This is an optimization exercise on Yosys and OpenROAD, whose aim is small area, not a production implementation. Where RTL was checked, it was by simulation tests only, not by an equivalence proof against the original. Power and IR drop assume default switching activity.

==> flow/design.v <==
`timescale 1ns / 1ps
package sdaq_pkg;
   localparam int QUEUE_DEPTH_DEF = 16;
   localparam int TIME_WIDTH_DEF  = 32;
   localparam int ID_W      = 8;
   localparam int DUR_W     = 16;
   localparam int NOW_W     = 32;
   localparam int TPU_W     = 10;
   localparam int PROD_W    = DUR_W + TPU_W;
   localparam int CNT_OUT_W = 5;
   localparam logic [TPU_W-1:0] TPU_RESET = TPU_W'(100);
   localparam int CSR_ADDR_W = 3;
   localparam int CSR_DATA_W = 32;
   localparam logic [0:0] REG_TICKS_PER_UNIT = 1'b0;
   localparam logic OP_SLEEP = 1'b0;
   localparam logic OP_CHECK = 1'b1;
   localparam logic STATUS_OK   = 1'b0;
   localparam logic STATUS_FULL = 1'b1;
   typedef struct packed {
      logic             operation;
      logic [ID_W-1:0]  waiter_id;
      logic [DUR_W-1:0] duration;
      logic [NOW_W-1:0] now;
   } req_type;
   typedef struct packed {
      logic                 woke;
      logic [ID_W-1:0]      woken_id;
      logic                 last;
      logic                 status;
      logic [CNT_OUT_W-1:0] waiting_count;
   } rsp_type;
   typedef enum logic [3:0] {
      S_IDLE,
      S_MUL,
      S_ADD,
      S_SCAN_RD,
      S_SCAN_CMP,
      S_SHIFT_RD,
      S_SHIFT_WR,
      S_INSERT,
      S_CHK_RD,
      S_CHK_CMP,
      S_REPLY
   } state_type;
endpackage
`timescale 1ns / 1ps
module sdaq_ram #(
   parameter int WIDTH = 8,
   parameter int DEPTH = 16
) (
   input  logic                     clock,
   input  logic                     we,
   input  logic [$clog2(DEPTH)-1:0] waddr,
   input  logic [WIDTH-1:0]         wdata,
   input  logic [$clog2(DEPTH)-1:0] raddr,
   output logic [WIDTH-1:0]         rdata
);
   logic [WIDTH-1:0] mem [DEPTH];
   logic [WIDTH-1:0] rdata_ff;
   always_ff @(posedge clock) begin
      if (we) begin
         mem[waddr] <= wdata;
      end
      rdata_ff <= mem[raddr];
   end
   assign rdata = rdata_ff;
endmodule
`timescale 1ns / 1ps
import sdaq_pkg::*;
module sorted_deadline_alarm_queue #(
   parameter int QUEUE_DEPTH = QUEUE_DEPTH_DEF,
   parameter int TIME_WIDTH  = TIME_WIDTH_DEF
) (
   input  logic                  clock,
   input  logic                  reset,
   input  logic                  req_valid,
   output logic                  req_stall,
   input  sdaq_pkg::req_type     req_data,
   output logic                  rsp_valid,
   input  logic                  rsp_stall,
   output sdaq_pkg::rsp_type     rsp_data,
   input  logic                  psel,
   input  logic                  penable,
   input  logic                  pwrite,
   input  logic [CSR_ADDR_W-1:0] paddr,
   input  logic [CSR_DATA_W-1:0] pwdata,
   output logic [CSR_DATA_W-1:0] prdata,
   output logic                  pready
);
   localparam int ENT_W = TIME_WIDTH + ID_W;    
   localparam int W     = 4;                    
   localparam int L     = ENT_W / W;            
   localparam int DLC   = TIME_WIDTH / W;       
   localparam int CW    = $clog2(L);
   localparam int NR    = 15;                   
   localparam logic [2:0] S_IDLE = 3'd0;
   localparam logic [2:0] S_DROP = 3'd1;
   localparam logic [2:0] S_CALC = 3'd2;
   localparam logic [2:0] S_SCAN = 3'd3;
   localparam logic [2:0] S_POP  = 3'd4;
   logic [TPU_W-1:0] tpu_ff;
   logic             csr_wr;
   logic             csr_hit;
   assign pready  = 1'b1;
   assign csr_hit = (paddr[CSR_ADDR_W-1:2] == REG_TICKS_PER_UNIT);
   assign csr_wr  = psel && penable && pwrite;
   assign prdata  = csr_hit ? CSR_DATA_W'(tpu_ff) : '0;
   always_ff @(posedge clock) begin
      if (reset) begin
         tpu_ff <= TPU_RESET;
      end else if (csr_wr && csr_hit) begin
         tpu_ff <= pwdata[TPU_W-1:0];
      end
   end
   logic [2:0]      state_ff;
   logic [CW-1:0]   c_ff;         
   logic [3:0]      q_ff;         
   logic [4:0]      n_ff;         
   logic [4:0]      i_ff;         
   logic            rsp_valid_ff;
   logic            woke_ff, last_ff, status_ff;
   logic [ID_W-1:0] id_ff;
   logic            c_last, op, inloop;
   assign c_last = (c_ff == CW'(L - 1));
   assign op     = req_data.operation;
   assign inloop = !((state_ff == S_CALC) || ((state_ff == S_SCAN) && !op));
   logic [W*NR*L-1:0] ring_ff;
   logic [W*L-1:0]    s_ff;
   logic [W-1:0]      x, tap, s_out, y, s_in;
   assign x     = ring_ff[W-1:0];
   assign tap   = ring_ff[W*L +: W];
   assign s_out = s_ff[W-1:0];
   always_ff @(posedge clock) begin
      ring_ff <= {y, ring_ff[W*NR*L-1:W]};
      s_ff    <= {s_in, s_ff[W*L-1:W]};
   end
   logic [W*L-1:0] rate_v, new_v;
   logic [W-1:0]   a, b, sum, new_lane;
   logic           dbl_ff, cy_ff;
   logic           cy_in, cy_out;
   logic           pass_now, first, dbit;
   assign rate_v   = (W*L)'(tpu_ff);
   assign new_v    = {req_data.waiter_id, req_data.now};
   assign new_lane = new_v[W*c_ff +: W];
   assign pass_now = i_ff[4];
   assign first    = (i_ff == 5'd0);
   assign dbit     = req_data.duration[~i_ff[3:0]];
   always_comb begin
      if (first) begin
         a = '0;
      end else if (pass_now) begin
         a = s_out;
      end else begin
         a = {s_out[W-2:0], (c_ff == '0) ? 1'b0 : dbl_ff};
      end
      if (pass_now) begin
         b = new_lane;
      end else begin
         b = dbit ? rate_v[W*c_ff +: W] : '0;
      end
      cy_in = (c_ff == '0) ? 1'b0 : cy_ff;
      {cy_out, sum} = {1'b0, a} + {1'b0, b} + (W+1)'(cy_in);
      if (pass_now && (c_ff >= CW'(DLC))) begin
         sum = b;
      end
   end
   always_ff @(posedge clock) begin
      dbl_ff <= s_out[W-1];
      cy_ff  <= cy_out;
   end
   logic [W-1:0] cmp_v, diff;
   logic         bw_in, bw_out, bw_ff, nz, nz_ff, later_ff;
   assign cmp_v = op ? new_lane : s_out;
   always_comb begin
      bw_in = (c_ff == '0) ? 1'b0 : bw_ff;
      {bw_out, diff} = {1'b0, tap} - {1'b0, cmp_v} - (W+1)'(bw_in);
      nz = ((c_ff == '0) ? 1'b0 : nz_ff) | (|diff);
   end
   always_ff @(posedge clock) begin
      bw_ff <= bw_out;
      nz_ff <= nz;
      if (c_ff == CW'(DLC - 1)) begin
         later_ff <= nz && !diff[W-1];
      end
   end
   assign y    = inloop ? s_out : x;
   assign s_in = (state_ff == S_CALC) ? sum :
                 inloop               ? x   : s_out;
   logic pop_go, scan_eval, scan_done, accept;
   assign pop_go    = (state_ff == S_POP) && (q_ff == 4'd0) && !rsp_valid_ff;
   assign scan_eval = (i_ff != '0) || (q_ff == (inloop ? 4'd15 : 4'd14));
   assign scan_done = (i_ff == n_ff) || later_ff;
   always_comb begin
      accept = 1'b0;
      case (state_ff)
         S_IDLE: accept = !rsp_valid_ff && !op && (n_ff == 5'd16);
         S_SCAN: accept = c_last && scan_eval && scan_done;
         default: accept = 1'b0;
      endcase
   end
   assign req_stall = !accept;
   always_ff @(posedge clock) begin
      if (pop_go && c_last) begin
         id_ff <= {x, s_ff[W*L-1 -: W]};
      end
   end
   always_ff @(posedge clock) begin
      if (reset) begin
         state_ff     <= S_IDLE;
         c_ff         <= '0;
         q_ff         <= '0;
         n_ff         <= '0;
         rsp_valid_ff <= 1'b0;
      end else begin
         c_ff <= c_last ? '0 : c_ff + 1'b1;
         if (c_last) begin
            if (!inloop) begin
               q_ff <= (q_ff == 4'd14) ? 4'd0 : q_ff + 1'b1;
            end else begin
               q_ff <= q_ff + 1'b1;
            end
         end
         if (rsp_valid_ff && !rsp_stall) begin
            rsp_valid_ff <= 1'b0;
         end
         case (state_ff)
            S_IDLE: begin
               if (req_valid && !rsp_valid_ff) begin
                  if (accept) begin
                     rsp_valid_ff <= 1'b1;
                     woke_ff      <= 1'b0;
                     last_ff      <= 1'b1;
                     status_ff    <= STATUS_FULL;
                  end else if (c_last) begin
                     state_ff <= op ? S_SCAN : S_DROP;
                     i_ff     <= '0;
                  end
               end
            end
            S_DROP: begin
               if (c_last && (q_ff == n_ff[3:0])) begin
                  state_ff <= S_CALC;
                  q_ff     <= (q_ff == 4'd15) ? 4'd0 : q_ff;
               end
            end
            S_CALC: begin
               if (c_last) begin
                  if (pass_now) begin
                     state_ff <= S_SCAN;
                     i_ff     <= '0;
                  end else begin
                     i_ff <= i_ff + 1'b1;
                  end
               end
            end
            S_SCAN: begin
               if (c_last && scan_eval) begin
                  if (scan_done) begin
                     if (!op) begin
                        state_ff     <= S_IDLE;
                        q_ff         <= i_ff[3:0] + 1'b1;
                        n_ff         <= n_ff + 1'b1;
                        rsp_valid_ff <= 1'b1;
                        woke_ff      <= 1'b0;
                        last_ff      <= 1'b1;
                        status_ff    <= STATUS_OK;
                     end else if (i_ff == '0) begin
                        state_ff     <= S_IDLE;
                        rsp_valid_ff <= 1'b1;
                        woke_ff      <= 1'b0;
                        last_ff      <= 1'b1;
                        status_ff    <= STATUS_OK;
                     end else begin
                        state_ff <= S_POP;
                     end
                  end else begin
                     i_ff <= i_ff + 1'b1;
                  end
               end
            end
            S_POP: begin
               if (pop_go && c_last) begin
                  rsp_valid_ff <= 1'b1;
                  woke_ff      <= 1'b1;
                  last_ff      <= (i_ff == 5'd1);
                  status_ff    <= STATUS_OK;
                  n_ff         <= n_ff - 1'b1;
                  q_ff         <= q_ff;    
                  i_ff         <= i_ff - 1'b1;
                  if (i_ff == 5'd1) begin
                     state_ff <= S_IDLE;
                  end
               end
            end
            default: begin
               state_ff <= S_IDLE;
            end
         endcase
      end
   end
   assign rsp_valid              = rsp_valid_ff;
   assign rsp_data.woke          = woke_ff;
   assign rsp_data.woken_id      = woke_ff ? id_ff : '0;
   assign rsp_data.last          = last_ff;
   assign rsp_data.status        = status_ff;
   assign rsp_data.waiting_count = n_ff;
endmodule
==> flow/config.mk <==
export PLATFORM = sky130hd
export DESIGN_NAME = sorted_deadline_alarm_queue
export DESIGN_NICKNAME = sorted_deadline_alarm_queue
export VERILOG_FILES = /design/flow/design.v
export SDC_FILE = /design/flow/constraint.sdc
export NUM_CORES = 4
export LEC_CHECK = 0
export ABC_AREA = 1
export CAP_MARGIN = 20
export CORE_MARGIN = 2
export CORE_UTILIZATION = 40
export CTS_BUF_LIST = sky130_fd_sc_hd__clkbuf_8
export CTS_CLUSTER_DIAMETER = 60
export CTS_CLUSTER_SIZE = 20
export SLEW_MARGIN = 20
==> flow/constraint.sdc <==
create_clock -name core_clock -period 10.0 [get_ports {clock}]
set_input_delay 2.0000 -clock core_clock [delete_from_list [all_inputs] [get_ports {clock}]]
set_output_delay 2.0000 -clock core_clock [all_outputs]
set_load 0.01 [all_outputs]
standard.sh (not shown) runs the stock make flow with config.mk's settings and CLKGATE_MAP_FILE= SYNTH_SCRIPT=/design/flow/synth_recipe.tcl, a recipe that flattens the netlist after the stock synthesis.
==> flow/flow/run.sh <==
#!/bin/bash
# The standard layout (the standard.sh: ORFS from synthesis to the
# final layout), with the port buffers made of the smallest buffer cell,
# clock tree synthesis without dummy loads, and the resizer's power recovery
# (downsizing off the critical paths) after global routing.
set -e
export BUFFER_PORTS_ARGS="-buffer_cell sky130_fd_sc_hd__buf_1"
export RECOVER_POWER=100
export SKIP_REPAIR_TIE_FANOUT=1
export CTS_ARGS="-sink_clustering_enable -repair_clock_nets -buf_list sky130_fd_sc_hd__clkbuf_8 -sink_clustering_size 20 -sink_clustering_max_diameter 60 -dont_use_dummy_load"
bash standard.sh > standard.log 2>&1
The first run passed the timing, DRC and antenna checks.
==> next run, changes <==
--- a/flow/design.v
+++ b/flow/design.v
@@ -135,15 +135,15 @@
       s_ff    <= {s_in, s_ff[W*L-1:W]};
    end
-   logic [W*L-1:0] rate_v, new_v;
+   logic f1_ff, f2_ff;    
+   logic [W*L-1:0] dur_v, new_v;
    logic [W-1:0]   a, b, sum, new_lane;
-   logic           dbl_ff, cy_ff;
    logic           cy_in, cy_out;
-   logic           pass_now, first, dbit;
-   assign rate_v   = (W*L)'(tpu_ff);
+   logic           pass_now, first, rbit;
+   assign dur_v    = (W*L)'(req_data.duration);
    assign new_v    = {req_data.waiter_id, req_data.now};
    assign new_lane = new_v[W*c_ff +: W];
    assign pass_now = i_ff[4];
-   assign first    = (i_ff == 5'd0);
-   assign dbit     = req_data.duration[~i_ff[3:0]];
+   assign first    = (i_ff == 5'd6);
+   assign rbit     = tpu_ff[~i_ff[3:0]];
    always_comb begin
       if (first) begin
@@ -152,12 +152,12 @@
          a = s_out;
       end else begin
-         a = {s_out[W-2:0], (c_ff == '0) ? 1'b0 : dbl_ff};
+         a = {s_out[W-2:0], (c_ff == '0) ? 1'b0 : f2_ff};
       end
       if (pass_now) begin
          b = new_lane;
       end else begin
-         b = dbit ? rate_v[W*c_ff +: W] : '0;
+         b = rbit ? dur_v[W*c_ff +: W] : '0;
       end
-      cy_in = (c_ff == '0) ? 1'b0 : cy_ff;
+      cy_in = (c_ff == '0) ? 1'b0 : f1_ff;
       {cy_out, sum} = {1'b0, a} + {1'b0, b} + (W+1)'(cy_in);
       if (pass_now && (c_ff >= CW'(DLC))) begin
@@ -165,19 +165,15 @@
       end
    end
-   always_ff @(posedge clock) begin
-      dbl_ff <= s_out[W-1];
-      cy_ff  <= cy_out;
-   end
    logic [W-1:0] cmp_v, diff;
-   logic         bw_in, bw_out, bw_ff, nz, nz_ff, later_ff;
+   logic         bw_in, bw_out, nz, later_ff;
    assign cmp_v = op ? new_lane : s_out;
    always_comb begin
-      bw_in = (c_ff == '0) ? 1'b0 : bw_ff;
+      bw_in = (c_ff == '0) ? 1'b0 : f1_ff;
       {bw_out, diff} = {1'b0, tap} - {1'b0, cmp_v} - (W+1)'(bw_in);
-      nz = ((c_ff == '0) ? 1'b0 : nz_ff) | (|diff);
+      nz = ((c_ff == '0) ? 1'b0 : f2_ff) | (|diff);
    end
    always_ff @(posedge clock) begin
-      bw_ff <= bw_out;
-      nz_ff <= nz;
+      f1_ff <= (state_ff == S_CALC) ? cy_out : bw_out;
+      f2_ff <= (state_ff == S_CALC) ? s_out[W-1] : nz;
       if (c_ff == CW'(DLC - 1)) begin
          later_ff <= nz && !diff[W-1];
@@ -232,5 +228,5 @@
                      last_ff      <= 1'b1;
                      status_ff    <= STATUS_FULL;
-                  end else if (c_last) begin
+                  end else begin
                      state_ff <= op ? S_SCAN : S_DROP;
                      i_ff     <= '0;
@@ -241,4 +237,5 @@
                if (c_last && (q_ff == n_ff[3:0])) begin
                   state_ff <= S_CALC;
+                  i_ff     <= 5'd6;
                   q_ff     <= (q_ff == 4'd15) ? 4'd0 : q_ff;
                end
Effect: The new run ran to the end with violations: capacitance limit, slew limit. Sequential share of layout area rose by 0.50 points. Non-clock buffer count rose by 2. Design area fell by about 0.9%. Global-route usage rose by 0.57 points. Via count barely changes. Total power rose by 7.2%. Synthesized cell count fell by about 1%. Maximum frequency rose by about 1.3%. Routed wire length rose by about 4%. Area after synthesis fell by about 1.2%. Die area fell by 1.2%.
No functional check of the RTL was part of the second run of this note.

port drivers added, routing unchanged:
No port has a modelled driver above. Below, the same layouts with a new extraction and two added sets of constraints.
Step 1: set_driving_cell puts a clkbuf_16 on clock and a buf_2 on each other input, an assumption about the parent block.
Step 2 moves the port delays by t, midway between the first and last clock arrival at a register: inputs arrive t later, outputs are due t later. That takes back most of the time a late clock gives input paths.
a / b / c = ideal / step 1 / step 2; a / b = the first two.
run | shift t [ns] | slack for setup (ns) | hold slack, ns | slew at the worst register clock pin (ns) | worst slew at a driven data input, ns
the first run | 0.601 | 4.038 / 4.015 / 4.015 | 0.293 / 0.293 / 0.293 | 0.11 / 0.11 | 0.04
the second run | 0.596 | 4.114 / 4.042 / 4.042 | 0.289 / 0.289 / 0.289 | 0.11 / 0.11 | 0.07
For the second run, which loses most, drivers alone change the setup slack by -0.072 ns; drivers and shift together by -0.072 ns.
